Source: an optimization exercise on an open RTL-to-GDS flow (aim: small area). Production flows keep margins and buffers that such runs may drop.
The RTL was checked by simulation tests, not by an equivalence proof against the original design.
Power figures rest on the tool's default switching activity, not on a simulated workload.

$ cat design/flow/config.mk
export PLATFORM = sky130hd
export DESIGN_NAME = prize_field
export DESIGN_NICKNAME = prize_field
export VERILOG_FILES = /design/flow/design.v
export SDC_FILE = /design/flow/constraint.sdc
export NUM_CORES = 4
export LEC_CHECK = 0
export CAP_MARGIN = 10
export CORE_MARGIN = 2
export CORE_UTILIZATION = 55
export GPL_TIMING_DRIVEN = 0
export SLEW_MARGIN = 10
$ cat design/flow/constraint.sdc
create_clock -name core_clock -period 5.0 [get_ports {clk}]
set_input_delay 1.0000 -clock core_clock [delete_from_list [all_inputs] [get_ports {clk}]]
set_output_delay 1.0000 -clock core_clock [all_outputs]
set_load 0.01 [all_outputs]
$ cat design/flow/design.v
`timescale 1ns/1ps
package prize_pkg;
	localparam int GRID_COLS = 10;
	localparam int GRID_ROWS = 7;
	function automatic logic [1:0] level_map(input int layer, input int lvl,
			input int row, input int col);
		logic [1:0] k;
		k = 2'd0;
		if (layer == 0 && lvl == 0) begin
			if (row == 1 && (col == 1 || col == 2 || col == 3)) k = 2'd1;
			if (row == 2 && col == 7) k = 2'd2;
			if (row == 4 && (col == 0 || col == 9)) k = 2'd1;
			if (row == 4 && col == 5) k = 2'd2;
			if (row == 6 && (col == 2 || col == 3)) k = 2'd1;
		end else if (layer == 0 && lvl == 1) begin
			if (row == 0 && col == 9) k = 2'd2;
			if (row == 1) k = 2'd1;
			if (row == 3 && (col == 4 || col == 5)) k = 2'd1;
			if (row == 5 && col == 0) k = 2'd2;
			if (row == 5 && col == 8) k = 2'd1;
		end else if (layer == 1 && lvl == 0) begin
			if (row == 3 && col == 2) k = 2'd1;
			if (row == 4 && col == 5) k = 2'd1;
		end else if (layer == 1 && lvl == 1) begin
			if (row == 2 && col == 6) k = 2'd1;
		end
		level_map = k;
	endfunction
endpackage
`timescale 1ns/1ps
`timescale 1ns/1ps
`timescale 1ns/1ps
`timescale 1ns/1ps
module prize_field (
	input  logic        clk,
	input  logic        resetN,
	input  logic [10:0] pixel_x,
	input  logic [10:0] pixel_y,
	input  logic [10:0] player_x,
	input  logic [10:0] player_y,
	input  logic        prize_hit,
	input  logic        block_hit,
	input  logic [3:0]  hit_edge,
	input  logic        level,
	input  logic        next_level,
	input  logic        player_alive,
	input  logic [9:0]  random_bits,
	output logic        draw,
	output logic [2:0]  prize_kind,
	output logic [10:0] tile_left,
	output logic [10:0] tile_top,
	output logic [1:0]  color_variant
);
	logic rl, nrl, lv, ld0, ld1;
	assign rl  = next_level || !player_alive;
	assign nrl = !rl;
	assign lv  = level;
	assign ld0 = rl && !lv;
	assign ld1 = rl && lv;
	logic lvq;
	always_ff @(posedge clk or negedge resetN)
		if (!resetN) lvq <= 1'b0;
		else lvq <= rl ? lv : lvq;
	logic [9:0] q_col;
	logic [6:0] q_row;
	logic       q_hi;
	logic [6:0] take_row;
	logic [6:0] bump_row;
	always_comb begin
		for (int c = 0; c < 10; c++) q_col[c] = (player_x[9:6] == 4'(c));
		for (int r = 0; r < 7; r++) q_row[r] = (player_y[8:6] == 3'(r));
	end
	assign q_hi = !player_x[10] && (player_y[10:9] == 2'b00);
	assign take_row = {7{prize_hit && nrl && q_hi}} & q_row;
	assign bump_row = {7{block_hit && (hit_edge == 4'b0100) && !prize_hit && nrl && q_hi}} & q_row;
	logic take0_row2;
	assign take0_row2 = take_row[2] && !lvq;
	logic take0_row4;
	assign take0_row4 = take_row[4] && !lvq;
	logic take0_row6;
	assign take0_row6 = take_row[6] && !lvq;
	logic take1_row1;
	assign take1_row1 = take_row[1] && lvq;
	logic l1_0_0;
	always_ff @(posedge clk or negedge resetN)
		if (!resetN) l1_0_0 <= 1'b0;
		else l1_0_0 <= (l1_0_0 && nrl) || (bump_row[0] && q_col[0]);
	logic l1_0_1;
	always_ff @(posedge clk or negedge resetN)
		if (!resetN) l1_0_1 <= 1'b0;
		else l1_0_1 <= (l1_0_1 && nrl) || (bump_row[0] && q_col[1]);
	logic l1_0_2;
	always_ff @(posedge clk or negedge resetN)
		if (!resetN) l1_0_2 <= 1'b0;
		else l1_0_2 <= (l1_0_2 && nrl) || (bump_row[0] && q_col[2]);
	logic l1_0_3;
	always_ff @(posedge clk or negedge resetN)
		if (!resetN) l1_0_3 <= 1'b0;
		else l1_0_3 <= (l1_0_3 && nrl) || (bump_row[0] && q_col[3]);
	logic l1_0_4;
	always_ff @(posedge clk or negedge resetN)
		if (!resetN) l1_0_4 <= 1'b0;
		else l1_0_4 <= (l1_0_4 && nrl) || (bump_row[0] && q_col[4]);
	logic l1_0_5;
	always_ff @(posedge clk or negedge resetN)
		if (!resetN) l1_0_5 <= 1'b0;
		else l1_0_5 <= (l1_0_5 && nrl) || (bump_row[0] && q_col[5]);
	logic l1_0_6;
	always_ff @(posedge clk or negedge resetN)
		if (!resetN) l1_0_6 <= 1'b0;
		else l1_0_6 <= (l1_0_6 && nrl) || (bump_row[0] && q_col[6]);
	logic l1_0_7;
	always_ff @(posedge clk or negedge resetN)
		if (!resetN) l1_0_7 <= 1'b0;
		else l1_0_7 <= (l1_0_7 && nrl) || (bump_row[0] && q_col[7]);
	logic l1_0_8;
	always_ff @(posedge clk or negedge resetN)
		if (!resetN) l1_0_8 <= 1'b0;
		else l1_0_8 <= (l1_0_8 && nrl) || (bump_row[0] && q_col[8]);
	logic l1_0_9;
	always_ff @(posedge clk or negedge resetN)
		if (!resetN) l1_0_9 <= 1'b0;
		else l1_0_9 <= (l1_0_9 && nrl) || (bump_row[0] && q_col[9]);
	logic e0_0_9;
	always_ff @(posedge clk or negedge resetN)
		if (!resetN) e0_0_9 <= 1'b1;
		else e0_0_9 <= (e0_0_9 && nrl) || (take_row[0] && q_col[9]) || ld0;
	logic l1_1_0;
	always_ff @(posedge clk or negedge resetN)
		if (!resetN) l1_1_0 <= 1'b0;
		else l1_1_0 <= (l1_1_0 && nrl) || (bump_row[1] && q_col[0]);
	logic l1_1_1;
	always_ff @(posedge clk or negedge resetN)
		if (!resetN) l1_1_1 <= 1'b0;
		else l1_1_1 <= (l1_1_1 && nrl) || (bump_row[1] && q_col[1]);
	logic e0_1_1;
	always_ff @(posedge clk or negedge resetN)
		if (!resetN) e0_1_1 <= 1'b0;
		else e0_1_1 <= (e0_1_1 && nrl) || (take_row[1] && q_col[1]);
	logic l1_1_2;
	always_ff @(posedge clk or negedge resetN)
		if (!resetN) l1_1_2 <= 1'b0;
		else l1_1_2 <= (l1_1_2 && nrl) || (bump_row[1] && q_col[2]);
	logic e0_1_2;
	always_ff @(posedge clk or negedge resetN)
		if (!resetN) e0_1_2 <= 1'b0;
		else e0_1_2 <= (e0_1_2 && nrl) || (take_row[1] && q_col[2]);
	logic l1_1_3;
	always_ff @(posedge clk or negedge resetN)
		if (!resetN) l1_1_3 <= 1'b0;
		else l1_1_3 <= (l1_1_3 && nrl) || (bump_row[1] && q_col[3]);
	logic e0_1_3;
	always_ff @(posedge clk or negedge resetN)
		if (!resetN) e0_1_3 <= 1'b0;
		else e0_1_3 <= (e0_1_3 && nrl) || (take_row[1] && q_col[3]);
	logic l1_1_4;
	always_ff @(posedge clk or negedge resetN)
		if (!resetN) l1_1_4 <= 1'b0;
		else l1_1_4 <= (l1_1_4 && nrl) || (bump_row[1] && q_col[4]);
	logic l1_1_5;
	always_ff @(posedge clk or negedge resetN)
		if (!resetN) l1_1_5 <= 1'b0;
		else l1_1_5 <= (l1_1_5 && nrl) || (bump_row[1] && q_col[5]);
	logic l1_1_6;
	always_ff @(posedge clk or negedge resetN)
		if (!resetN) l1_1_6 <= 1'b0;
		else l1_1_6 <= (l1_1_6 && nrl) || (bump_row[1] && q_col[6]);
	logic l1_1_7;
	always_ff @(posedge clk or negedge resetN)
		if (!resetN) l1_1_7 <= 1'b0;
		else l1_1_7 <= (l1_1_7 && nrl) || (bump_row[1] && q_col[7]);
	logic l1_1_8;
	always_ff @(posedge clk or negedge resetN)
		if (!resetN) l1_1_8 <= 1'b0;
		else l1_1_8 <= (l1_1_8 && nrl) || (bump_row[1] && q_col[8]);
	logic e0_1_8;
	always_ff @(posedge clk or negedge resetN)
		if (!resetN) e0_1_8 <= 1'b1;
		else e0_1_8 <= (e0_1_8 && nrl) || (take_row[1] && q_col[8]) || ld0;
	logic l1_1_9;
	always_ff @(posedge clk or negedge resetN)
		if (!resetN) l1_1_9 <= 1'b0;
		else l1_1_9 <= (l1_1_9 && nrl) || (bump_row[1] && q_col[9]);
	logic l1_2_0;
	always_ff @(posedge clk or negedge resetN)
		if (!resetN) l1_2_0 <= 1'b0;
		else l1_2_0 <= (l1_2_0 && nrl) || (bump_row[2] && q_col[0]);
	logic l1_2_1;
	always_ff @(posedge clk or negedge resetN)
		if (!resetN) l1_2_1 <= 1'b0;
		else l1_2_1 <= (l1_2_1 && nrl) || (bump_row[2] && q_col[1]);
	logic l1_2_2;
	always_ff @(posedge clk or negedge resetN)
		if (!resetN) l1_2_2 <= 1'b0;
		else l1_2_2 <= (l1_2_2 && nrl) || (bump_row[2] && q_col[2]);
	logic l1_2_3;
	always_ff @(posedge clk or negedge resetN)
		if (!resetN) l1_2_3 <= 1'b0;
		else l1_2_3 <= (l1_2_3 && nrl) || (bump_row[2] && q_col[3]);
	logic l1_2_4;
	always_ff @(posedge clk or negedge resetN)
		if (!resetN) l1_2_4 <= 1'b0;
		else l1_2_4 <= (l1_2_4 && nrl) || (bump_row[2] && q_col[4]);
	logic l1_2_5;
	always_ff @(posedge clk or negedge resetN)
		if (!resetN) l1_2_5 <= 1'b0;
		else l1_2_5 <= (l1_2_5 && nrl) || (bump_row[2] && q_col[5]);
	logic l1_2_6;
	always_ff @(posedge clk or negedge resetN)
		if (!resetN) l1_2_6 <= 1'b0;
		else l1_2_6 <= (l1_2_6 && nrl) || (bump_row[2] && q_col[6]) || ld1;
	logic l1_2_7;
	always_ff @(posedge clk or negedge resetN)
		if (!resetN) l1_2_7 <= 1'b0;
		else l1_2_7 <= (l1_2_7 && nrl) || (bump_row[2] && q_col[7]);
	logic e0_2_7;
	always_ff @(posedge clk or negedge resetN)
		if (!resetN) e0_2_7 <= 1'b0;
		else e0_2_7 <= (e0_2_7 && nrl) || (q_col[7] && (take0_row2 || take1_row1));
	logic l1_2_8;
	always_ff @(posedge clk or negedge resetN)
		if (!resetN) l1_2_8 <= 1'b0;
		else l1_2_8 <= (l1_2_8 && nrl) || (bump_row[2] && q_col[8]);
	logic l1_2_9;
	always_ff @(posedge clk or negedge resetN)
		if (!resetN) l1_2_9 <= 1'b0;
		else l1_2_9 <= (l1_2_9 && nrl) || (bump_row[2] && q_col[9]);
	logic l1_3_0;
	always_ff @(posedge clk or negedge resetN)
		if (!resetN) l1_3_0 <= 1'b0;
		else l1_3_0 <= (l1_3_0 && nrl) || (bump_row[3] && q_col[0]);
	logic l1_3_1;
	always_ff @(posedge clk or negedge resetN)
		if (!resetN) l1_3_1 <= 1'b0;
		else l1_3_1 <= (l1_3_1 && nrl) || (bump_row[3] && q_col[1]);
	logic l1_3_2;
	always_ff @(posedge clk or negedge resetN)
		if (!resetN) l1_3_2 <= 1'b1;
		else l1_3_2 <= (l1_3_2 && nrl) || (bump_row[3] && q_col[2]) || ld0;
	logic l1_3_3;
	always_ff @(posedge clk or negedge resetN)
		if (!resetN) l1_3_3 <= 1'b0;
		else l1_3_3 <= (l1_3_3 && nrl) || (bump_row[3] && q_col[3]);
	logic l1_3_4;
	always_ff @(posedge clk or negedge resetN)
		if (!resetN) l1_3_4 <= 1'b0;
		else l1_3_4 <= (l1_3_4 && nrl) || (bump_row[3] && q_col[4]);
	logic e0_3_4;
	always_ff @(posedge clk or negedge resetN)
		if (!resetN) e0_3_4 <= 1'b1;
		else e0_3_4 <= (e0_3_4 && nrl) || (take_row[3] && q_col[4]) || ld0;
	logic l1_3_5;
	always_ff @(posedge clk or negedge resetN)
		if (!resetN) l1_3_5 <= 1'b0;
		else l1_3_5 <= (l1_3_5 && nrl) || (bump_row[3] && q_col[5]);
	logic e0_3_5;
	always_ff @(posedge clk or negedge resetN)
		if (!resetN) e0_3_5 <= 1'b1;
		else e0_3_5 <= (e0_3_5 && nrl) || (take_row[3] && q_col[5]) || ld0;
	logic l1_3_6;
	always_ff @(posedge clk or negedge resetN)
		if (!resetN) l1_3_6 <= 1'b0;
		else l1_3_6 <= (l1_3_6 && nrl) || (bump_row[3] && q_col[6]);
	logic l1_3_7;
	always_ff @(posedge clk or negedge resetN)
		if (!resetN) l1_3_7 <= 1'b0;
		else l1_3_7 <= (l1_3_7 && nrl) || (bump_row[3] && q_col[7]);
	logic l1_3_8;
	always_ff @(posedge clk or negedge resetN)
		if (!resetN) l1_3_8 <= 1'b0;
		else l1_3_8 <= (l1_3_8 && nrl) || (bump_row[3] && q_col[8]);
	logic l1_3_9;
	always_ff @(posedge clk or negedge resetN)
		if (!resetN) l1_3_9 <= 1'b0;
		else l1_3_9 <= (l1_3_9 && nrl) || (bump_row[3] && q_col[9]);
	logic l1_4_0;
	always_ff @(posedge clk or negedge resetN)
		if (!resetN) l1_4_0 <= 1'b0;
		else l1_4_0 <= (l1_4_0 && nrl) || (bump_row[4] && q_col[0]);
	logic e0_4_0;
	always_ff @(posedge clk or negedge resetN)
		if (!resetN) e0_4_0 <= 1'b0;
		else e0_4_0 <= (e0_4_0 && nrl) || (q_col[0] && (take0_row4 || take1_row1));
	logic l1_4_1;
	always_ff @(posedge clk or negedge resetN)
		if (!resetN) l1_4_1 <= 1'b0;
		else l1_4_1 <= (l1_4_1 && nrl) || (bump_row[4] && q_col[1]);
	logic l1_4_2;
	always_ff @(posedge clk or negedge resetN)
		if (!resetN) l1_4_2 <= 1'b0;
		else l1_4_2 <= (l1_4_2 && nrl) || (bump_row[4] && q_col[2]);
	logic l1_4_3;
	always_ff @(posedge clk or negedge resetN)
		if (!resetN) l1_4_3 <= 1'b0;
		else l1_4_3 <= (l1_4_3 && nrl) || (bump_row[4] && q_col[3]);
	logic l1_4_4;
	always_ff @(posedge clk or negedge resetN)
		if (!resetN) l1_4_4 <= 1'b0;
		else l1_4_4 <= (l1_4_4 && nrl) || (bump_row[4] && q_col[4]);
	logic l1_4_5;
	always_ff @(posedge clk or negedge resetN)
		if (!resetN) l1_4_5 <= 1'b1;
		else l1_4_5 <= (l1_4_5 && nrl) || (bump_row[4] && q_col[5]) || ld0;
	logic e0_4_5;
	always_ff @(posedge clk or negedge resetN)
		if (!resetN) e0_4_5 <= 1'b0;
		else e0_4_5 <= (e0_4_5 && nrl) || (q_col[5] && (take0_row4 || take1_row1));
	logic l1_4_6;
	always_ff @(posedge clk or negedge resetN)
		if (!resetN) l1_4_6 <= 1'b0;
		else l1_4_6 <= (l1_4_6 && nrl) || (bump_row[4] && q_col[6]);
	logic l1_4_7;
	always_ff @(posedge clk or negedge resetN)
		if (!resetN) l1_4_7 <= 1'b0;
		else l1_4_7 <= (l1_4_7 && nrl) || (bump_row[4] && q_col[7]);
	logic l1_4_8;
	always_ff @(posedge clk or negedge resetN)
		if (!resetN) l1_4_8 <= 1'b0;
		else l1_4_8 <= (l1_4_8 && nrl) || (bump_row[4] && q_col[8]);
	logic l1_4_9;
	always_ff @(posedge clk or negedge resetN)
		if (!resetN) l1_4_9 <= 1'b0;
		else l1_4_9 <= (l1_4_9 && nrl) || (bump_row[4] && q_col[9]);
	logic e0_4_9;
	always_ff @(posedge clk or negedge resetN)
		if (!resetN) e0_4_9 <= 1'b0;
		else e0_4_9 <= (e0_4_9 && nrl) || (q_col[9] && (take0_row4 || take1_row1));
	logic l1_5_0;
	always_ff @(posedge clk or negedge resetN)
		if (!resetN) l1_5_0 <= 1'b0;
		else l1_5_0 <= (l1_5_0 && nrl) || (bump_row[5] && q_col[0]);
	logic e0_5_0;
	always_ff @(posedge clk or negedge resetN)
		if (!resetN) e0_5_0 <= 1'b1;
		else e0_5_0 <= (e0_5_0 && nrl) || (take_row[5] && q_col[0]) || ld0;
	logic l1_5_1;
	always_ff @(posedge clk or negedge resetN)
		if (!resetN) l1_5_1 <= 1'b0;
		else l1_5_1 <= (l1_5_1 && nrl) || (bump_row[5] && q_col[1]);
	logic l1_5_2;
	always_ff @(posedge clk or negedge resetN)
		if (!resetN) l1_5_2 <= 1'b0;
		else l1_5_2 <= (l1_5_2 && nrl) || (bump_row[5] && q_col[2]);
	logic l1_5_3;
	always_ff @(posedge clk or negedge resetN)
		if (!resetN) l1_5_3 <= 1'b0;
		else l1_5_3 <= (l1_5_3 && nrl) || (bump_row[5] && q_col[3]);
	logic l1_5_4;
	always_ff @(posedge clk or negedge resetN)
		if (!resetN) l1_5_4 <= 1'b0;
		else l1_5_4 <= (l1_5_4 && nrl) || (bump_row[5] && q_col[4]);
	logic l1_5_5;
	always_ff @(posedge clk or negedge resetN)
		if (!resetN) l1_5_5 <= 1'b0;
		else l1_5_5 <= (l1_5_5 && nrl) || (bump_row[5] && q_col[5]);
	logic l1_5_6;
	always_ff @(posedge clk or negedge resetN)
		if (!resetN) l1_5_6 <= 1'b0;
		else l1_5_6 <= (l1_5_6 && nrl) || (bump_row[5] && q_col[6]);
	logic l1_5_7;
	always_ff @(posedge clk or negedge resetN)
		if (!resetN) l1_5_7 <= 1'b0;
		else l1_5_7 <= (l1_5_7 && nrl) || (bump_row[5] && q_col[7]);
	logic l1_5_8;
	always_ff @(posedge clk or negedge resetN)
		if (!resetN) l1_5_8 <= 1'b0;
		else l1_5_8 <= (l1_5_8 && nrl) || (bump_row[5] && q_col[8]);
	logic e0_5_8;
	always_ff @(posedge clk or negedge resetN)
		if (!resetN) e0_5_8 <= 1'b1;
		else e0_5_8 <= (e0_5_8 && nrl) || (take_row[5] && q_col[8]) || ld0;
	logic l1_5_9;
	always_ff @(posedge clk or negedge resetN)
		if (!resetN) l1_5_9 <= 1'b0;
		else l1_5_9 <= (l1_5_9 && nrl) || (bump_row[5] && q_col[9]);
	logic l1_6_0;
	always_ff @(posedge clk or negedge resetN)
		if (!resetN) l1_6_0 <= 1'b0;
		else l1_6_0 <= (l1_6_0 && nrl) || (bump_row[6] && q_col[0]);
	logic l1_6_1;
	always_ff @(posedge clk or negedge resetN)
		if (!resetN) l1_6_1 <= 1'b0;
		else l1_6_1 <= (l1_6_1 && nrl) || (bump_row[6] && q_col[1]);
	logic l1_6_2;
	always_ff @(posedge clk or negedge resetN)
		if (!resetN) l1_6_2 <= 1'b0;
		else l1_6_2 <= (l1_6_2 && nrl) || (bump_row[6] && q_col[2]);
	logic e0_6_2;
	always_ff @(posedge clk or negedge resetN)
		if (!resetN) e0_6_2 <= 1'b0;
		else e0_6_2 <= (e0_6_2 && nrl) || (take0_row6 && q_col[2]) || (take1_row1 && q_col[4]);
	logic l1_6_3;
	always_ff @(posedge clk or negedge resetN)
		if (!resetN) l1_6_3 <= 1'b0;
		else l1_6_3 <= (l1_6_3 && nrl) || (bump_row[6] && q_col[3]);
	logic e0_6_3;
	always_ff @(posedge clk or negedge resetN)
		if (!resetN) e0_6_3 <= 1'b0;
		else e0_6_3 <= (e0_6_3 && nrl) || (take0_row6 && q_col[3]) || (take1_row1 && q_col[6]);
	logic l1_6_4;
	always_ff @(posedge clk or negedge resetN)
		if (!resetN) l1_6_4 <= 1'b0;
		else l1_6_4 <= (l1_6_4 && nrl) || (bump_row[6] && q_col[4]);
	logic l1_6_5;
	always_ff @(posedge clk or negedge resetN)
		if (!resetN) l1_6_5 <= 1'b0;
		else l1_6_5 <= (l1_6_5 && nrl) || (bump_row[6] && q_col[5]);
	logic l1_6_6;
	always_ff @(posedge clk or negedge resetN)
		if (!resetN) l1_6_6 <= 1'b0;
		else l1_6_6 <= (l1_6_6 && nrl) || (bump_row[6] && q_col[6]);
	logic l1_6_7;
	always_ff @(posedge clk or negedge resetN)
		if (!resetN) l1_6_7 <= 1'b0;
		else l1_6_7 <= (l1_6_7 && nrl) || (bump_row[6] && q_col[7]);
	logic l1_6_8;
	always_ff @(posedge clk or negedge resetN)
		if (!resetN) l1_6_8 <= 1'b0;
		else l1_6_8 <= (l1_6_8 && nrl) || (bump_row[6] && q_col[8]);
	logic l1_6_9;
	always_ff @(posedge clk or negedge resetN)
		if (!resetN) l1_6_9 <= 1'b0;
		else l1_6_9 <= (l1_6_9 && nrl) || (bump_row[6] && q_col[9]);
	logic [69:0] t_l1;
	logic [69:0] t_l0;
	assign t_l1[0] = l1_0_0;
	assign t_l0[0] = 1'b0;
	assign t_l1[1] = l1_0_1;
	assign t_l0[1] = 1'b0;
	assign t_l1[2] = l1_0_2;
	assign t_l0[2] = 1'b0;
	assign t_l1[3] = l1_0_3;
	assign t_l0[3] = 1'b0;
	assign t_l1[4] = l1_0_4;
	assign t_l0[4] = 1'b0;
	assign t_l1[5] = l1_0_5;
	assign t_l0[5] = 1'b0;
	assign t_l1[6] = l1_0_6;
	assign t_l0[6] = 1'b0;
	assign t_l1[7] = l1_0_7;
	assign t_l0[7] = 1'b0;
	assign t_l1[8] = l1_0_8;
	assign t_l0[8] = 1'b0;
	assign t_l1[9] = l1_0_9;
	assign t_l0[9] = !e0_0_9;
	assign t_l1[10] = l1_1_0;
	assign t_l0[10] = (!e0_4_0 && lvq);
	assign t_l1[11] = l1_1_1;
	assign t_l0[11] = !e0_1_1;
	assign t_l1[12] = l1_1_2;
	assign t_l0[12] = !e0_1_2;
	assign t_l1[13] = l1_1_3;
	assign t_l0[13] = !e0_1_3;
	assign t_l1[14] = l1_1_4;
	assign t_l0[14] = (!e0_6_2 && lvq);
	assign t_l1[15] = l1_1_5;
	assign t_l0[15] = (!e0_4_5 && lvq);
	assign t_l1[16] = l1_1_6;
	assign t_l0[16] = (!e0_6_3 && lvq);
	assign t_l1[17] = l1_1_7;
	assign t_l0[17] = (!e0_2_7 && lvq);
	assign t_l1[18] = l1_1_8;
	assign t_l0[18] = !e0_1_8;
	assign t_l1[19] = l1_1_9;
	assign t_l0[19] = (!e0_4_9 && lvq);
	assign t_l1[20] = l1_2_0;
	assign t_l0[20] = 1'b0;
	assign t_l1[21] = l1_2_1;
	assign t_l0[21] = 1'b0;
	assign t_l1[22] = l1_2_2;
	assign t_l0[22] = 1'b0;
	assign t_l1[23] = l1_2_3;
	assign t_l0[23] = 1'b0;
	assign t_l1[24] = l1_2_4;
	assign t_l0[24] = 1'b0;
	assign t_l1[25] = l1_2_5;
	assign t_l0[25] = 1'b0;
	assign t_l1[26] = l1_2_6;
	assign t_l0[26] = 1'b0;
	assign t_l1[27] = l1_2_7;
	assign t_l0[27] = (!e0_2_7 && !lvq);
	assign t_l1[28] = l1_2_8;
	assign t_l0[28] = 1'b0;
	assign t_l1[29] = l1_2_9;
	assign t_l0[29] = 1'b0;
	assign t_l1[30] = l1_3_0;
	assign t_l0[30] = 1'b0;
	assign t_l1[31] = l1_3_1;
	assign t_l0[31] = 1'b0;
	assign t_l1[32] = l1_3_2;
	assign t_l0[32] = 1'b0;
	assign t_l1[33] = l1_3_3;
	assign t_l0[33] = 1'b0;
	assign t_l1[34] = l1_3_4;
	assign t_l0[34] = !e0_3_4;
	assign t_l1[35] = l1_3_5;
	assign t_l0[35] = !e0_3_5;
	assign t_l1[36] = l1_3_6;
	assign t_l0[36] = 1'b0;
	assign t_l1[37] = l1_3_7;
	assign t_l0[37] = 1'b0;
	assign t_l1[38] = l1_3_8;
	assign t_l0[38] = 1'b0;
	assign t_l1[39] = l1_3_9;
	assign t_l0[39] = 1'b0;
	assign t_l1[40] = l1_4_0;
	assign t_l0[40] = (!e0_4_0 && !lvq);
	assign t_l1[41] = l1_4_1;
	assign t_l0[41] = 1'b0;
	assign t_l1[42] = l1_4_2;
	assign t_l0[42] = 1'b0;
	assign t_l1[43] = l1_4_3;
	assign t_l0[43] = 1'b0;
	assign t_l1[44] = l1_4_4;
	assign t_l0[44] = 1'b0;
	assign t_l1[45] = l1_4_5;
	assign t_l0[45] = (!e0_4_5 && !lvq);
	assign t_l1[46] = l1_4_6;
	assign t_l0[46] = 1'b0;
	assign t_l1[47] = l1_4_7;
	assign t_l0[47] = 1'b0;
	assign t_l1[48] = l1_4_8;
	assign t_l0[48] = 1'b0;
	assign t_l1[49] = l1_4_9;
	assign t_l0[49] = (!e0_4_9 && !lvq);
	assign t_l1[50] = l1_5_0;
	assign t_l0[50] = !e0_5_0;
	assign t_l1[51] = l1_5_1;
	assign t_l0[51] = 1'b0;
	assign t_l1[52] = l1_5_2;
	assign t_l0[52] = 1'b0;
	assign t_l1[53] = l1_5_3;
	assign t_l0[53] = 1'b0;
	assign t_l1[54] = l1_5_4;
	assign t_l0[54] = 1'b0;
	assign t_l1[55] = l1_5_5;
	assign t_l0[55] = 1'b0;
	assign t_l1[56] = l1_5_6;
	assign t_l0[56] = 1'b0;
	assign t_l1[57] = l1_5_7;
	assign t_l0[57] = 1'b0;
	assign t_l1[58] = l1_5_8;
	assign t_l0[58] = !e0_5_8;
	assign t_l1[59] = l1_5_9;
	assign t_l0[59] = 1'b0;
	assign t_l1[60] = l1_6_0;
	assign t_l0[60] = 1'b0;
	assign t_l1[61] = l1_6_1;
	assign t_l0[61] = 1'b0;
	assign t_l1[62] = l1_6_2;
	assign t_l0[62] = (!e0_6_2 && !lvq);
	assign t_l1[63] = l1_6_3;
	assign t_l0[63] = (!e0_6_3 && !lvq);
	assign t_l1[64] = l1_6_4;
	assign t_l0[64] = 1'b0;
	assign t_l1[65] = l1_6_5;
	assign t_l0[65] = 1'b0;
	assign t_l1[66] = l1_6_6;
	assign t_l0[66] = 1'b0;
	assign t_l1[67] = l1_6_7;
	assign t_l0[67] = 1'b0;
	assign t_l1[68] = l1_6_8;
	assign t_l0[68] = 1'b0;
	assign t_l1[69] = l1_6_9;
	assign t_l0[69] = 1'b0;
	logic [9:0] p_col;
	logic [6:0] p_row;
	logic [7:0] row_any;
	logic       a_any;
	logic       a_gem_d;
	logic       p_hi;
	assign p_hi = !pixel_x[10] && (pixel_y[10:9] == 2'b00);
	always_comb begin
		for (int c = 0; c < 10; c++) p_col[c] = (pixel_x[9:6] == 4'(c));
		for (int r = 0; r < 7; r++) p_row[r] = (pixel_y[8:6] == 3'(r));
		for (int r = 0; r < 7; r++) row_any[r] = |(t_l1[r*10 +: 10] & p_col) || |(t_l0[r*10 +: 10] & p_col);
		row_any[7] = 1'b0;
	end
	assign a_any = p_hi && |(row_any[6:0] & p_row);
	assign a_gem_d = p_hi && ((p_row[0] && p_col[9] && !e0_0_9) || (p_row[2] && p_col[7] && (!e0_2_7 && !lvq)) || (p_row[4] && p_col[5] && (!e0_4_5 && !lvq)) || (p_row[5] && p_col[0] && !e0_5_0));
	logic [3:0] pc;
	logic [2:0] pr;
	logic [3:0] a_col, b_col, c_col;
	logic [2:0] a_row, b_row, c_row;
	logic       a_gem, b_gem, c_gem;
	logic [1:0] c_cv;
	assign pc = pixel_x[9:6];
	assign pr = pixel_y[8:6];
	always_ff @(posedge clk) begin
		a_col <= {pc[3] | !a_any, pc[2], pc[1] | !a_any, pc[0]};
		a_row <= pr;
		a_gem <= a_gem_d;
		b_col <= a_col;
		b_row <= a_row;
		b_gem <= a_gem;
		c_col <= b_col;
		c_row <= b_row;
		c_gem <= b_gem;
		c_cv  <= {(b_row[2] && b_row[1]) ? random_bits[6] : random_bits[b_row],
			b_col[3] ? random_bits[{3'b100, b_col[0]}] : random_bits[b_col[2:0]]};
	end
	assign draw          = !(c_col[3] && (c_col[2] || c_col[1]));
	assign prize_kind    = {1'b0, c_gem, draw && !c_gem};
	assign tile_left     = {1'b0, c_col, 6'd0};
	assign tile_top      = {2'b00, c_row, 6'd0};
	assign color_variant = c_cv;
endmodule
$ cat design/flow/flow/run.sh
#!/bin/bash
# The standard layout (standard.sh), with these changes:
#  - synthesis maps the logic with an area-oriented ABC script (synth.tcl,
#    area.abc); flip-flops are mapped as in the standard synthesis;
#  - buffers that synthesis would put on outputs are left out
#    (SYNTH_INSBUF=0), and the one tie cell drives every constant output;
#  - port buffers are buf_1;
#  - the clock tree uses clkbuf_8 and no dummy loads.
# Each make step's full log stays under orfs/logs/; the make output as a
# whole goes to make.log here.
set -euo pipefail
here=$(pwd)
# The platform's don't-use cells; very large cells that timing repair
# would otherwise pick for the one high-fanout net; and a22o, nor3 and nor4,
# so that the map's decoders come out as NAND-style gates, which need less
# upsizing in the layout. Given on the make command line, since ORFS re-runs
# make for each step without the environment's additions to this list.
dont_use="sky130_fd_sc_hd__probe_p_8 sky130_fd_sc_hd__probec_p_8 sky130_fd_sc_hd__lpflow_bleeder_1 sky130_fd_sc_hd__lpflow_clkbufkapwr_1 sky130_fd_sc_hd__lpflow_clkbufkapwr_16 sky130_fd_sc_hd__lpflow_clkbufkapwr_2 sky130_fd_sc_hd__lpflow_clkbufkapwr_4 sky130_fd_sc_hd__lpflow_clkbufkapwr_8 sky130_fd_sc_hd__lpflow_clkinvkapwr_1 sky130_fd_sc_hd__lpflow_clkinvkapwr_16 sky130_fd_sc_hd__lpflow_clkinvkapwr_2 sky130_fd_sc_hd__lpflow_clkinvkapwr_4 sky130_fd_sc_hd__lpflow_clkinvkapwr_8 sky130_fd_sc_hd__lpflow_decapkapwr_12 sky130_fd_sc_hd__lpflow_decapkapwr_3 sky130_fd_sc_hd__lpflow_decapkapwr_4 sky130_fd_sc_hd__lpflow_decapkapwr_6 sky130_fd_sc_hd__lpflow_decapkapwr_8 sky130_fd_sc_hd__lpflow_inputiso0n_1 sky130_fd_sc_hd__lpflow_inputiso0p_1 sky130_fd_sc_hd__lpflow_inputiso1n_1 sky130_fd_sc_hd__lpflow_inputiso1p_1 sky130_fd_sc_hd__lpflow_inputisolatch_1 sky130_fd_sc_hd__lpflow_isobufsrc_1 sky130_fd_sc_hd__lpflow_isobufsrc_16 sky130_fd_sc_hd__lpflow_isobufsrc_2 sky130_fd_sc_hd__lpflow_isobufsrc_4 sky130_fd_sc_hd__lpflow_isobufsrc_8 sky130_fd_sc_hd__lpflow_isobufsrckapwr_16 sky130_fd_sc_hd__lpflow_lsbuf_lh_hl_isowell_tap_1 sky130_fd_sc_hd__lpflow_lsbuf_lh_hl_isowell_tap_2 sky130_fd_sc_hd__lpflow_lsbuf_lh_hl_isowell_tap_4 sky130_fd_sc_hd__lpflow_lsbuf_lh_isowell_4 sky130_fd_sc_hd__lpflow_lsbuf_lh_isowell_tap_1 sky130_fd_sc_hd__lpflow_lsbuf_lh_isowell_tap_2 sky130_fd_sc_hd__lpflow_lsbuf_lh_isowell_tap_4 sky130_fd_sc_hd__buf_12 sky130_fd_sc_hd__buf_16 sky130_fd_sc_hd__buf_6 sky130_fd_sc_hd__buf_8 sky130_fd_sc_hd__bufbuf_16 sky130_fd_sc_hd__bufbuf_8 sky130_fd_sc_hd__bufinv_16 sky130_fd_sc_hd__bufinv_8 sky130_fd_sc_hd__clkbuf_16 sky130_fd_sc_hd__clkbuf_8 sky130_fd_sc_hd__clkinv_16 sky130_fd_sc_hd__clkinv_8 sky130_fd_sc_hd__ebufn_8 sky130_fd_sc_hd__einvn_8 sky130_fd_sc_hd__einvp_8 sky130_fd_sc_hd__inv_12 sky130_fd_sc_hd__inv_16 sky130_fd_sc_hd__inv_6 sky130_fd_sc_hd__inv_8 sky130_fd_sc_hd__mux2_8 sky130_fd_sc_hd__nand2_8 sky130_fd_sc_hd__nor2_8 sky130_fd_sc_hd__a22o_1 sky130_fd_sc_hd__a22o_2 sky130_fd_sc_hd__a22o_4 sky130_fd_sc_hd__nor3_1 sky130_fd_sc_hd__nor3_2 sky130_fd_sc_hd__nor3_4 sky130_fd_sc_hd__nor4_1 sky130_fd_sc_hd__nor4_2 sky130_fd_sc_hd__nor4_4"
export SYNTH_INSBUF=0
export AREA_ABC_SCRIPT=$here/flow/area.abc
export BUFFER_PORTS_ARGS="-buffer_cell sky130_fd_sc_hd__buf_1"
export CTS_ARGS="-sink_clustering_enable -repair_clock_nets -dont_use_dummy_load -buf_list {sky130_fd_sc_hd__clkbuf_8}"
bash standard.sh SYNTH_SCRIPT=$here/flow/synth.tcl SKIP_REPAIR_TIE_FANOUT=1 DONT_USE_CELLS="$dont_use" finish > make.log 2>&1
$ cat design/flow/flow/area.abc
strash
dc2
&get -n
&dch -f
&nf -a -R 1000
&put
$ cat design/flow/flow/synth.tcl
# synth_recipe.tcl (the standard synthesis) with one change: ABC maps the
# logic for area with an area-recovering script, and only with the
# smallest drive strength of each cell (placement and timing repair
# resize where needed). Flip-flops are mapped before ABC runs, as before.
proc synth {args} { yosys synth -nofsm -noshare {*}$args }
proc abc {args} {
  set out {}
  set skip 0
  foreach a $args {
    if {$skip} { set skip 0; continue }
    if {$a eq "-script"} {
      set skip 1
      continue
    }
    lappend out $a
  }
  foreach p {_2 _3 _4 _6 _8 _12 _16} { lappend out -dont_use "*$p" }
  yosys abc -script $::env(AREA_ABC_SCRIPT) {*}$out
}
source $::env(SCRIPTS_DIR)/synth.tcl
# left out here: clear keep_hierarchy, flatten, clean up, hide names made inside functions, write 1_2_yosys.v
$ cat design/flow/standard.sh
#!/bin/bash
# synth_recipe.tcl (not shown) runs the flow's synth.tcl, then flattens the netlist and writes it again
# the make line also repeats each setting of config.mk as NAME=value (left out here)
make -C /OpenROAD-flow-scripts/flow DESIGN_CONFIG=/design/flow/config.mk WORK_HOME=/design/flow/orfs CLKGATE_MAP_FILE= SYNTH_SCRIPT=/design/flow/synth_recipe.tcl "${@:-finish}"
==> metrics.yaml, run 1 <==
status: "complete, no violations"
drt_wl_total_um: 12100
die_h_um: 94.5
critical_path_arrival_ns: 3.43
hp-class: "reg2reg"
ys_ff_latch: 112
place_hpwl_um: 8260
synth_top_family_by_area: "compound AO/OA/AOI/OAI gates"
cts_root_buffer: "clkbuf_8"
path_clk_slew_ns: 0.09
synth_compound_area_share_pct: 19.4
min-delay-start: "a_col[3]$_DFF_P_"
floorplan.io_pins: 93
synth-simple-area-share_pct: 17.6
drc_errors: 0
post-route-util_pct: 61.8
htree_levels: 3
synth_cell_type_count: 36
power_leakage_nw: 1.98
place.gp.congestion: 0.898
met2_length_um: 5800
cp-end-kind: "flip-flop"
fmax_mhz: 313
overflow: 0
finalSetupViolations: 0
wl_met1_um: 5240
regArea_um2: 2680
grt_pass1_vias: 3436
reg2reg_to: "a_col[3]$_DFF_P_"
syn-cell-area_um2: 4510
fin_crit_sh_pct: 63.8
powerDensity_nw_per_um2: 294
cts_resized: 0
cts_setup_buffers: 0
fill_cells: 720
vias_per_cell: 6.12
final_antenna_net_count: 0
yosysTopAreaCell: "dfrtp_1"
timing.final.ws_setup_ns: 1.81
die-area_um2: 8930
grt_antenna_before_repair: 0
pre_cts_slack_ns: 1.46
crit_fanout: 8
synth_cells: 445
first_pass_iters: 5
synth_ff_type: "dfrtp_1"
cp_data_required_time_ns: 5.24
dp_cells: 606
async_reset_ff_share_pct: 76.8
multi_input_area_um2: 1800
wl_met3_um: 860
final_cells: 615
clock-sinks: 112
vias: 3762
area_delta_synth_final_pct: 11.1
numPortBuffers: 52
fp-row-count: 33
rsz0062_at_grt: "false"
finalPower_mw: 1.47
mostFrequentLayoutCells: "nand2_1 (95), o21ai_0 (86), dfrtp_1 (78)"
syn_nets: 510
yosysWarnings: 1
hold_depth: 0
slew_headroom_pct: 33.3
synthMuxAreaShare_pct: 2.44
grt_pass1_wl_um: 18700
drive_gt1_share_pct: 4.90
highest_layer: "met4"
maxCapViolations: 0
clkLatencyLatePin_ns: 0.37
numCtsBuffers: 9
track_usage_pct: 28.3
core-area_um2: 8090
whs_ns: 0.312
reg2regPathDepth: 9
cts_tree: "yes"
rrSetupSlack_ns: 2.81
synth_top_area_share_pct: 43.3
cts_buffer_depth: 2
synth_area_leaders: "dfrtp_1 (43%), dfxtp_1 (12%), o21ai_0 (9.6%), nand2_1 (7.9%), dfstp_2 (4.7%)"
final_common_cell: "nand2_1"
start_util_pct: 55.7
die_x_um: 94.5
syn_area_per_cell_um2: 10.1
wire_per_inst_um: 19.6
worstSetupPathType: "in2reg"
ir_drop_v: 0.000153
startpoint_type: "input port"
synth_edf_count: 0
drt_iter0_drc: 351
skew_ns: 0.0221
finalMaxSlewViolations: 0
nNetsFinal: 577
whs_endpoint: "b_col[3]$_DFF_P_"
synthAdderAreaFrac_pct: 0
fin_crit_ns: 3.19
reg2reg_from: "lvq$_DFFE_PN0N_"
seq_area_frac_synth_pct: 59.5
holdBufCountCts: 0
grt_max_degree: 38
synth_xor_area_share_pct: 0
hold_viol: 0
tightest_slew_ns: 0.996
diodes: 0
-- kinds of logic (layout without fill, tap and decap cells) --
group,count (synthesis),in the layout
multiplexers,6,6
AND/OR/NAND/NOR,170,170
AO/OA/AOI/OAI,145,145
other,1,1
flip-flops,112,112
buffers and inverters,11,76
-- layout make-up --
class | instances | share of cell area [%]
clock buffer | 9 | 2.48
inverter | 11 | 0.825
multi-input combinational | 322 | 36.0
sequential | 112 | 53.6
tap | 105 | 2.63
timing repair buffer | 56 | 4.52
-- cell usage after synthesis, types with 8 or more instances --
cell	n
a21oi_1	17
a222oi_1	14
clkinv_1	11
dfrtp_1	78
dfstp_2	8
dfxtp_1	26
nand2_1	95
nand2b_1	10
nand3_1	8
nor2_1	21
nor2b_1	9
nor3b_1	8
o21ai_0	86
-- worst max path at each step --
stage,slack [ns],from,end
2_1_floorplan,0.32,next_level,e0_0_9$_DFF_PN1_
3_3_place_gp,-1.91,player_alive,e0_0_9$_DFF_PN1_
3_5_place_dp,1.46,pixel_x[8],a_col[3]$_DFF_P_
4_1_cts,1.82,pixel_x[8],a_col[3]$_DFF_P_
5_1_grt,1.65,pixel_x[8],a_col[3]$_DFF_P_
6_report,1.81,pixel_x[8],a_col[3]$_DFF_P_
-- registers in the layout, summed over array words and instances, names as in the netlist, 2 cells and up --
register / flops
b_col: 4
a_row: 3
b_row: 3
a_col: 4
c_cv: 2
c_row: 3
c_col: 4
-- report_power, final --
group	switching [mW]	internal, mW	total (mW)
logic	0.0827	0.0327	0.115
registers	0.00848	0.921	0.930
clock network	0.264	0.163	0.427
-- metrics by stage --
stage | TNS (ns) | instance area [um2]
after floorplan | 0 | 4510
after global placement | -85.33 | 4830
after detailed placement | 0 | 4880
after CTS | 0 | 5000
after global routing | 0 | 5000
final | 0 | 5000
-- worst max-delay path, cell delays in order --
cell and delay [ns]:
buf_1 0.13, or2_0 0.30, nor2_1 0.74, a22oi_1 0.25
o2111a_1 0.30, a21oi_1 0.18, a221o_1 0.13, a31oi_1 0.04
a31oi_1 0.28, nand2b_1 0.08
-- routing by layer --
layer,track usage [%],up-vias
met3,5.51,11
met2,45.7,146
met4,5.92,0
met5,0,-
li1,-,1751
met1,40.1,1854
==> inputs of run 2 (changes only) <==
--- a/design/flow/design.v
+++ b/design/flow/design.v
@@ -121,10 +121,10 @@
 	always_ff @(posedge clk or negedge resetN)
 		if (!resetN) l1_0_9 <= 1'b0;
 		else l1_0_9 <= (l1_0_9 && nrl) || (bump_row[0] && q_col[9]);
-	logic e0_0_9;
+	logic p0_0_9;
 	always_ff @(posedge clk or negedge resetN)
-		if (!resetN) e0_0_9 <= 1'b1;
-		else e0_0_9 <= (e0_0_9 && nrl) || (take_row[0] && q_col[9]) || ld0;
+		if (!resetN) p0_0_9 <= 1'b0;
+		else p0_0_9 <= !((!p0_0_9 && nrl) || (take_row[0] && q_col[9]) || ld0);
 	logic l1_1_0;
 	always_ff @(posedge clk or negedge resetN)
 		if (!resetN) l1_1_0 <= 1'b0;
@@ -133,26 +133,26 @@
 	always_ff @(posedge clk or negedge resetN)
 		if (!resetN) l1_1_1 <= 1'b0;
 		else l1_1_1 <= (l1_1_1 && nrl) || (bump_row[1] && q_col[1]);
-	logic e0_1_1;
+	logic p0_1_1;
 	always_ff @(posedge clk or negedge resetN)
-		if (!resetN) e0_1_1 <= 1'b0;
-		else e0_1_1 <= (e0_1_1 && nrl) || (take_row[1] && q_col[1]);
+		if (!resetN) p0_1_1 <= 1'b1;
+		else p0_1_1 <= !((!p0_1_1 && nrl) || (take_row[1] && q_col[1]));
 	logic l1_1_2;
 	always_ff @(posedge clk or negedge resetN)
 		if (!resetN) l1_1_2 <= 1'b0;
 		else l1_1_2 <= (l1_1_2 && nrl) || (bump_row[1] && q_col[2]);
-	logic e0_1_2;
+	logic p0_1_2;
 	always_ff @(posedge clk or negedge resetN)
-		if (!resetN) e0_1_2 <= 1'b0;
-		else e0_1_2 <= (e0_1_2 && nrl) || (take_row[1] && q_col[2]);
+		if (!resetN) p0_1_2 <= 1'b1;
+		else p0_1_2 <= !((!p0_1_2 && nrl) || (take_row[1] && q_col[2]));
 	logic l1_1_3;
 	always_ff @(posedge clk or negedge resetN)
 		if (!resetN) l1_1_3 <= 1'b0;
 		else l1_1_3 <= (l1_1_3 && nrl) || (bump_row[1] && q_col[3]);
-	logic e0_1_3;
+	logic p0_1_3;
 	always_ff @(posedge clk or negedge resetN)
-		if (!resetN) e0_1_3 <= 1'b0;
-		else e0_1_3 <= (e0_1_3 && nrl) || (take_row[1] && q_col[3]);
+		if (!resetN) p0_1_3 <= 1'b1;
+		else p0_1_3 <= !((!p0_1_3 && nrl) || (take_row[1] && q_col[3]));
 	logic l1_1_4;
 	always_ff @(posedge clk or negedge resetN)
 		if (!resetN) l1_1_4 <= 1'b0;
@@ -173,10 +173,10 @@
 	always_ff @(posedge clk or negedge resetN)
 		if (!resetN) l1_1_8 <= 1'b0;
 		else l1_1_8 <= (l1_1_8 && nrl) || (bump_row[1] && q_col[8]);
-	logic e0_1_8;
+	logic p0_1_8;
 	always_ff @(posedge clk or negedge resetN)
-		if (!resetN) e0_1_8 <= 1'b1;
-		else e0_1_8 <= (e0_1_8 && nrl) || (take_row[1] && q_col[8]) || ld0;
+		if (!resetN) p0_1_8 <= 1'b0;
+		else p0_1_8 <= !((!p0_1_8 && nrl) || (take_row[1] && q_col[8]) || ld0);
 	logic l1_1_9;
 	always_ff @(posedge clk or negedge resetN)
 		if (!resetN) l1_1_9 <= 1'b0;
@@ -213,10 +213,10 @@
 	always_ff @(posedge clk or negedge resetN)
 		if (!resetN) l1_2_7 <= 1'b0;
 		else l1_2_7 <= (l1_2_7 && nrl) || (bump_row[2] && q_col[7]);
-	logic e0_2_7;
+	logic p0_2_7;
 	always_ff @(posedge clk or negedge resetN)
-		if (!resetN) e0_2_7 <= 1'b0;
-		else e0_2_7 <= (e0_2_7 && nrl) || (q_col[7] && (take0_row2 || take1_row1));
+		if (!resetN) p0_2_7 <= 1'b1;
+		else p0_2_7 <= !((!p0_2_7 && nrl) || (q_col[7] && (take0_row2 || take1_row1)));
 	logic l1_2_8;
 	always_ff @(posedge clk or negedge resetN)
 		if (!resetN) l1_2_8 <= 1'b0;
@@ -245,18 +245,18 @@
 	always_ff @(posedge clk or negedge resetN)
 		if (!resetN) l1_3_4 <= 1'b0;
 		else l1_3_4 <= (l1_3_4 && nrl) || (bump_row[3] && q_col[4]);
-	logic e0_3_4;
+	logic p0_3_4;
 	always_ff @(posedge clk or negedge resetN)
-		if (!resetN) e0_3_4 <= 1'b1;
-		else e0_3_4 <= (e0_3_4 && nrl) || (take_row[3] && q_col[4]) || ld0;
+		if (!resetN) p0_3_4 <= 1'b0;
+		else p0_3_4 <= !((!p0_3_4 && nrl) || (take_row[3] && q_col[4]) || ld0);
 	logic l1_3_5;
 	always_ff @(posedge clk or negedge resetN)
 		if (!resetN) l1_3_5 <= 1'b0;
 		else l1_3_5 <= (l1_3_5 && nrl) || (bump_row[3] && q_col[5]);
-	logic e0_3_5;
+	logic p0_3_5;
 	always_ff @(posedge clk or negedge resetN)
-		if (!resetN) e0_3_5 <= 1'b1;
-		else e0_3_5 <= (e0_3_5 && nrl) || (take_row[3] && q_col[5]) || ld0;
+		if (!resetN) p0_3_5 <= 1'b0;
+		else p0_3_5 <= !((!p0_3_5 && nrl) || (take_row[3] && q_col[5]) || ld0);
 	logic l1_3_6;
 	always_ff @(posedge clk or negedge resetN)
 		if (!resetN) l1_3_6 <= 1'b0;
@@ -277,10 +277,10 @@
 	always_ff @(posedge clk or negedge resetN)
 		if (!resetN) l1_4_0 <= 1'b0;
 		else l1_4_0 <= (l1_4_0 && nrl) || (bump_row[4] && q_col[0]);
-	logic e0_4_0;
+	logic p0_4_0;
 	always_ff @(posedge clk or negedge resetN)
-		if (!resetN) e0_4_0 <= 1'b0;
-		else e0_4_0 <= (e0_4_0 && nrl) || (q_col[0] && (take0_row4 || take1_row1));
+		if (!resetN) p0_4_0 <= 1'b1;
+		else p0_4_0 <= !((!p0_4_0 && nrl) || (q_col[0] && (take0_row4 || take1_row1)));
 	logic l1_4_1;
 	always_ff @(posedge clk or negedge resetN)
 		if (!resetN) l1_4_1 <= 1'b0;
@@ -301,10 +301,10 @@
 	always_ff @(posedge clk or negedge resetN)
 		if (!resetN) l1_4_5 <= 1'b1;
 		else l1_4_5 <= (l1_4_5 && nrl) || (bump_row[4] && q_col[5]) || ld0;
-	logic e0_4_5;
+	logic p0_4_5;
 	always_ff @(posedge clk or negedge resetN)
-		if (!resetN) e0_4_5 <= 1'b0;
-		else e0_4_5 <= (e0_4_5 && nrl) || (q_col[5] && (take0_row4 || take1_row1));
+		if (!resetN) p0_4_5 <= 1'b1;
+		else p0_4_5 <= !((!p0_4_5 && nrl) || (q_col[5] && (take0_row4 || take1_row1)));
 	logic l1_4_6;
 	always_ff @(posedge clk or negedge resetN)
 		if (!resetN) l1_4_6 <= 1'b0;
@@ -321,18 +321,18 @@
 	always_ff @(posedge clk or negedge resetN)
 		if (!resetN) l1_4_9 <= 1'b0;
 		else l1_4_9 <= (l1_4_9 && nrl) || (bump_row[4] && q_col[9]);
-	logic e0_4_9;
+	logic p0_4_9;
 	always_ff @(posedge clk or negedge resetN)
-		if (!resetN) e0_4_9 <= 1'b0;
-		else e0_4_9 <= (e0_4_9 && nrl) || (q_col[9] && (take0_row4 || take1_row1));
+		if (!resetN) p0_4_9 <= 1'b1;
+		else p0_4_9 <= !((!p0_4_9 && nrl) || (q_col[9] && (take0_row4 || take1_row1)));
 	logic l1_5_0;
 	always_ff @(posedge clk or negedge resetN)
 		if (!resetN) l1_5_0 <= 1'b0;
 		else l1_5_0 <= (l1_5_0 && nrl) || (bump_row[5] && q_col[0]);
-	logic e0_5_0;
+	logic p0_5_0;
 	always_ff @(posedge clk or negedge resetN)
-		if (!resetN) e0_5_0 <= 1'b1;
-		else e0_5_0 <= (e0_5_0 && nrl) || (take_row[5] && q_col[0]) || ld0;
+		if (!resetN) p0_5_0 <= 1'b0;
+		else p0_5_0 <= !((!p0_5_0 && nrl) || (take_row[5] && q_col[0]) || ld0);
 	logic l1_5_1;
 	always_ff @(posedge clk or negedge resetN)
 		if (!resetN) l1_5_1 <= 1'b0;
@@ -365,10 +365,10 @@
 	always_ff @(posedge clk or negedge resetN)
 		if (!resetN) l1_5_8 <= 1'b0;
 		else l1_5_8 <= (l1_5_8 && nrl) || (bump_row[5] && q_col[8]);
-	logic e0_5_8;
+	logic p0_5_8;
 	always_ff @(posedge clk or negedge resetN)
-		if (!resetN) e0_5_8 <= 1'b1;
-		else e0_5_8 <= (e0_5_8 && nrl) || (take_row[5] && q_col[8]) || ld0;
+		if (!resetN) p0_5_8 <= 1'b0;
+		else p0_5_8 <= !((!p0_5_8 && nrl) || (take_row[5] && q_col[8]) || ld0);
 	logic l1_5_9;
 	always_ff @(posedge clk or negedge resetN)
 		if (!resetN) l1_5_9 <= 1'b0;
@@ -385,18 +385,18 @@
 	always_ff @(posedge clk or negedge resetN)
 		if (!resetN) l1_6_2 <= 1'b0;
 		else l1_6_2 <= (l1_6_2 && nrl) || (bump_row[6] && q_col[2]);
-	logic e0_6_2;
+	logic p0_6_2;
 	always_ff @(posedge clk or negedge resetN)
-		if (!resetN) e0_6_2 <= 1'b0;
-		else e0_6_2 <= (e0_6_2 && nrl) || (take0_row6 && q_col[2]) || (take1_row1 && q_col[4]);
+		if (!resetN) p0_6_2 <= 1'b1;
+		else p0_6_2 <= !((!p0_6_2 && nrl) || (take0_row6 && q_col[2]) || (take1_row1 && q_col[4]));
 	logic l1_6_3;
 	always_ff @(posedge clk or negedge resetN)
 		if (!resetN) l1_6_3 <= 1'b0;
 		else l1_6_3 <= (l1_6_3 && nrl) || (bump_row[6] && q_col[3]);
-	logic e0_6_3;
+	logic p0_6_3;
 	always_ff @(posedge clk or negedge resetN)
-		if (!resetN) e0_6_3 <= 1'b0;
-		else e0_6_3 <= (e0_6_3 && nrl) || (take0_row6 && q_col[3]) || (take1_row1 && q_col[6]);
+		if (!resetN) p0_6_3 <= 1'b1;
+		else p0_6_3 <= !((!p0_6_3 && nrl) || (take0_row6 && q_col[3]) || (take1_row1 && q_col[6]));
 	logic l1_6_4;
 	always_ff @(posedge clk or negedge resetN)
 		if (!resetN) l1_6_4 <= 1'b0;
@@ -442,27 +442,27 @@
 	assign t_l1[8] = l1_0_8;
 	assign t_l0[8] = 1'b0;
 	assign t_l1[9] = l1_0_9;
-	assign t_l0[9] = !e0_0_9;
+	assign t_l0[9] = p0_0_9;
 	assign t_l1[10] = l1_1_0;
-	assign t_l0[10] = (!e0_4_0 && lvq);
+	assign t_l0[10] = (p0_4_0 && lvq);
 	assign t_l1[11] = l1_1_1;
-	assign t_l0[11] = !e0_1_1;
+	assign t_l0[11] = p0_1_1;
 	assign t_l1[12] = l1_1_2;
-	assign t_l0[12] = !e0_1_2;
+	assign t_l0[12] = p0_1_2;
 	assign t_l1[13] = l1_1_3;
-	assign t_l0[13] = !e0_1_3;
+	assign t_l0[13] = p0_1_3;
 	assign t_l1[14] = l1_1_4;
-	assign t_l0[14] = (!e0_6_2 && lvq);
+	assign t_l0[14] = (p0_6_2 && lvq);
 	assign t_l1[15] = l1_1_5;
-	assign t_l0[15] = (!e0_4_5 && lvq);
+	assign t_l0[15] = (p0_4_5 && lvq);
 	assign t_l1[16] = l1_1_6;
-	assign t_l0[16] = (!e0_6_3 && lvq);
+	assign t_l0[16] = (p0_6_3 && lvq);
 	assign t_l1[17] = l1_1_7;
-	assign t_l0[17] = (!e0_2_7 && lvq);
+	assign t_l0[17] = (p0_2_7 && lvq);
 	assign t_l1[18] = l1_1_8;
-	assign t_l0[18] = !e0_1_8;
+	assign t_l0[18] = p0_1_8;
 	assign t_l1[19] = l1_1_9;
-	assign t_l0[19] = (!e0_4_9 && lvq);
+	assign t_l0[19] = (p0_4_9 && lvq);
 	assign t_l1[20] = l1_2_0;
 	assign t_l0[20] = 1'b0;
 	assign t_l1[21] = l1_2_1;
@@ -478,7 +478,7 @@
 	assign t_l1[26] = l1_2_6;
 	assign t_l0[26] = 1'b0;
 	assign t_l1[27] = l1_2_7;
-	assign t_l0[27] = (!e0_2_7 && !lvq);
+	assign t_l0[27] = (p0_2_7 && !lvq);
 	assign t_l1[28] = l1_2_8;
 	assign t_l0[28] = 1'b0;
 	assign t_l1[29] = l1_2_9;
@@ -492,9 +492,9 @@
 	assign t_l1[33] = l1_3_3;
 	assign t_l0[33] = 1'b0;
 	assign t_l1[34] = l1_3_4;
-	assign t_l0[34] = !e0_3_4;
+	assign t_l0[34] = p0_3_4;
 	assign t_l1[35] = l1_3_5;
-	assign t_l0[35] = !e0_3_5;
+	assign t_l0[35] = p0_3_5;
 	assign t_l1[36] = l1_3_6;
 	assign t_l0[36] = 1'b0;
 	assign t_l1[37] = l1_3_7;
@@ -504,7 +504,7 @@
 	assign t_l1[39] = l1_3_9;
 	assign t_l0[39] = 1'b0;
 	assign t_l1[40] = l1_4_0;
-	assign t_l0[40] = (!e0_4_0 && !lvq);
+	assign t_l0[40] = (p0_4_0 && !lvq);
 	assign t_l1[41] = l1_4_1;
 	assign t_l0[41] = 1'b0;
 	assign t_l1[42] = l1_4_2;
@@ -514,7 +514,7 @@
 	assign t_l1[44] = l1_4_4;
 	assign t_l0[44] = 1'b0;
 	assign t_l1[45] = l1_4_5;
-	assign t_l0[45] = (!e0_4_5 && !lvq);
+	assign t_l0[45] = (p0_4_5 && !lvq);
 	assign t_l1[46] = l1_4_6;
 	assign t_l0[46] = 1'b0;
 	assign t_l1[47] = l1_4_7;
@@ -522,9 +522,9 @@
 	assign t_l1[48] = l1_4_8;
 	assign t_l0[48] = 1'b0;
 	assign t_l1[49] = l1_4_9;
-	assign t_l0[49] = (!e0_4_9 && !lvq);
+	assign t_l0[49] = (p0_4_9 && !lvq);
 	assign t_l1[50] = l1_5_0;
-	assign t_l0[50] = !e0_5_0;
+	assign t_l0[50] = p0_5_0;
 	assign t_l1[51] = l1_5_1;
 	assign t_l0[51] = 1'b0;
 	assign t_l1[52] = l1_5_2;
@@ -540,7 +540,7 @@
 	assign t_l1[57] = l1_5_7;
 	assign t_l0[57] = 1'b0;
 	assign t_l1[58] = l1_5_8;
-	assign t_l0[58] = !e0_5_8;
+	assign t_l0[58] = p0_5_8;
 	assign t_l1[59] = l1_5_9;
 	assign t_l0[59] = 1'b0;
 	assign t_l1[60] = l1_6_0;
@@ -548,9 +548,9 @@
 	assign t_l1[61] = l1_6_1;
 	assign t_l0[61] = 1'b0;
 	assign t_l1[62] = l1_6_2;
-	assign t_l0[62] = (!e0_6_2 && !lvq);
+	assign t_l0[62] = (p0_6_2 && !lvq);
 	assign t_l1[63] = l1_6_3;
-	assign t_l0[63] = (!e0_6_3 && !lvq);
+	assign t_l0[63] = (p0_6_3 && !lvq);
 	assign t_l1[64] = l1_6_4;
 	assign t_l0[64] = 1'b0;
 	assign t_l1[65] = l1_6_5;
@@ -577,7 +577,7 @@
 		row_any[7] = 1'b0;
 	end
 	assign a_any = p_hi && |(row_any[6:0] & p_row);
-	assign a_gem_d = p_hi && ((p_row[0] && p_col[9] && !e0_0_9) || (p_row[2] && p_col[7] && (!e0_2_7 && !lvq)) || (p_row[4] && p_col[5] && (!e0_4_5 && !lvq)) || (p_row[5] && p_col[0] && !e0_5_0));
+	assign a_gem_d = p_hi && ((p_row[0] && p_col[9] && p0_0_9) || (p_row[2] && p_col[7] && (p0_2_7 && !lvq)) || (p_row[4] && p_col[5] && (p0_4_5 && !lvq)) || (p_row[5] && p_col[0] && p0_5_0));
 	logic [3:0] pc;
 	logic [2:0] pr;
 	logic [3:0] a_col, b_col, c_col;
==> metrics.yaml, run 2 <==
die_h_um: 94.4
fmax_mhz: 265
numPortBuffers: 52
syn_nets: 506
overflow: 0
cts_root_buffer: "clkbuf_8"
hold_depth: 0
hp-class: "reg2reg"
async_reset_ff_share_pct: 76.8
synth_ff_type: "dfrtp_1"
htree_levels: 3
fp-row-count: 32
place_hpwl_um: 8230
cts_resized: 0
worstSetupPathType: "in2reg"
synth_edf_count: 0
grt_pass1_vias: 3452
post-route-util_pct: 63.7
crit_fanout: 37
tightest_slew_ns: 1.13
pwr-share-comb_pct: 7.7
finalSetupViolations: 0
diodes: 0
grt_max_degree: 38
setup_tns_ns: 0
synth_area_leaders: "dfrtp_1 (42%), dfxtp_1 (12%), o21ai_0 (9.0%), nand2_1 (8.9%), dfstp_2 (6.4%)"
place.gp.congestion: 0.823
swShare_pct: 24.1
finalMaxSlewViolations: 0
cp_data_required_time_ns: 5.27
synth_most_common_cell: "nand2_1"
cts_setup_buffers: 0
floorplan.io_pins: 93
syn-cell-area_um2: 4490
p_seq_share_pct: 63.3
nNetsFinal: 572
start_util_pct: 57.5
vias_per_cell: 6.21
wire_per_inst_um: 20.1
fin_crit_ns: 3.78
final_common_cell: "nand2_1"
cp_slowest_cell: "nor4b_1"
status: "complete, no violations"
reg2regPathDepth: 7
drt_wl_total_um: 12200
mostFrequentLayoutCells: "nand2_1 (106), o21ai_0 (81), dfrtp_1 (75)"
startpoint_type: "input port"
track_usage_pct: 28.9
hold_viol: 0
yosysTopAreaCell: "dfrtp_1"
crit_buf_inv: 2
numCtsBuffers: 9
final_cells: 607
cts_buffer_depth: 2
cp_top_family: "simple AND/OR/NAND/NOR gates"
ir_drop_v: 0.000152
synth_common_cells: "nand2_1 (106), o21ai_0 (81), dfrtp_1 (75)"
skew_ns: 0.0265
dp_cells: 598
rsz0062_at_grt: "false"
drt_iter0_drc: 286
dpl_cell_area_um2: 4850
finalPower_mw: 1.47
whs_ns: 0.313
rrSetupSlack_ns: 2.85
path_clk_slew_ns: 0.08
drive_gt1_share_pct: 5.15
switchingPower_mw: 0.353
slew_headroom_pct: 24.4
area_delta_synth_final_pct: 10.8
synth_cells: 441
fin_crit_sh_pct: 75.5
vias: 3768
post-route-cell-area_um2: 4970
yosysWarnings: 1
die-area_um2: 8910
first_pass_iters: 6
synth_top_area_share_pct: 41.8
synth_cell_type_count: 39
syn_area_per_cell_um2: 10.2
holdBufCountCts: 0
powerDensity_nw_per_um2: 295
grt_pass1_wl_um: 19000
ys_ff_latch: 112
critical_path_arrival_ns: 4.04
largestRegisters: "a_col (4), b_col (4), c_col (4)"
power_leakage_nw: 1.98
clkLatencyLatePin_ns: 0.37
cp_cell_sequence: "buf_1, nor2b_4, buf_4, nor4b_1, nand3_1, o21ai_0"
maxCapViolations: 0
core-area_um2: 7810
clock-sinks: 112
clkPwrFrac_pct: 29.0
cp-end-kind: "flip-flop"
grt_antenna_before_repair: 0
critical_path_depth: 6
drc_errors: 0
crit_path_max_incr_delay_ns: 0.94
cts_tree: "yes"
final_antenna_net_count: 0
internal-power_mw: 1.11
seq_area_frac_synth_pct: 59.8
timing.final.ws_setup_ns: 1.22
pre_cts_slack_ns: 0.901
die_x_um: 94.4
==> run 2: cell count changes after synthesis, moves of 5 or more <==
cell,previous run,this run
a21oi_1,17,8
clkinv_1,11,1
o221a_1,0,5
o21ai_0,86,81
nand2_1,95,106
nand4_1,2,7
nor2_1,21,31
==> run 2: cell families after synthesis <==
kind of cell    after synthesis  synth area share (%)
flops                       112                  59.8
compound gates              138                  19.5
buf+inv                       1                0.0835
other cells                   1                0.0835
mux                           6                  2.45
simple gates                183                  18.1
==> run 2: power groups by stage <==
stage | clock [mW] | combinational (mW) | sequential (mW)
after CTS | 0.429 | 0.112 | 0.928
after floorplan | 0 | 0.0522 | 0.945
after detailed placement | 0 | 0.112 | 0.946
final | 0.426 | 0.113 | 0.928
after global placement | 0 | 0.107 | 0.946
after global routing | 0.471 | 0.124 | 0.930
==> run 2: cell type report <==
cell class,instances,area (um2)
Timing Repair Buffer,55,219
Multi-Input combinational cell,328,1810
Fill cell,696,2830
Inverter,1,3.75
Tap cell,102,128
Sequential cell,112,2690
Clock buffer,9,124
==> run 2: metal layers <==
metal  vias to the layer above  GRT usage, %  share of wire (%)  routed length [um]
met5                         -             0                  0                   0
met4                         0          9.66                2.6                 313
met3                        26          6.86                7.2                 873
met2                       163          45.2                 47                5740
met1                      1837          40.2                 43                5270
li1                       1742             -                  -                   -
==> run 2: path summary, 6_finish.rpt <==
check / to / startpoint
max: l1_4_6$_DFF_PN0_ / player_alive
min: b_row[1]$_DFF_P_ / a_row[1]$_DFF_P_
max reg2reg: a_col[3]$_DFF_P_ / l1_3_5$_DFF_PN0_
min reg2reg: b_row[1]$_DFF_P_ / a_row[1]$_DFF_P_
max in group asynchronous: p0_4_0$_DFF_PN1_ / resetN
min in group asynchronous: l1_5_9$_DFF_PN0_ / resetN

==> what the ideal ports hide <==
The flow's constraints put no driver on any port. The routed layouts listed below were extracted and timed again, unchanged, in two steps.
Step 1 assumes that a clkbuf_16 drives the clock port and a buf_2 every other input.
Step 2 also shifts input and output timing later by t, the mid clock arrival at the registers, as if the neighbouring blocks saw the same clock.
Three values: ideal, step 1, step 2; two values: the first two.
| run | t, ns | setup slack, ns | cell pins on the clock port's net |
|---|---|---|---|
| run 1 | 0.391 | 1.809 / 1.818 / 1.427 | 1 |
| run 2 | 0.393 | 1.224 / 1.232 / 0.840 | 1 |
After both steps every run listed still meets setup and hold. The setup slack of run 2, which loses most, moves by +0.008 ns with the drivers and by -0.384 ns with both steps.
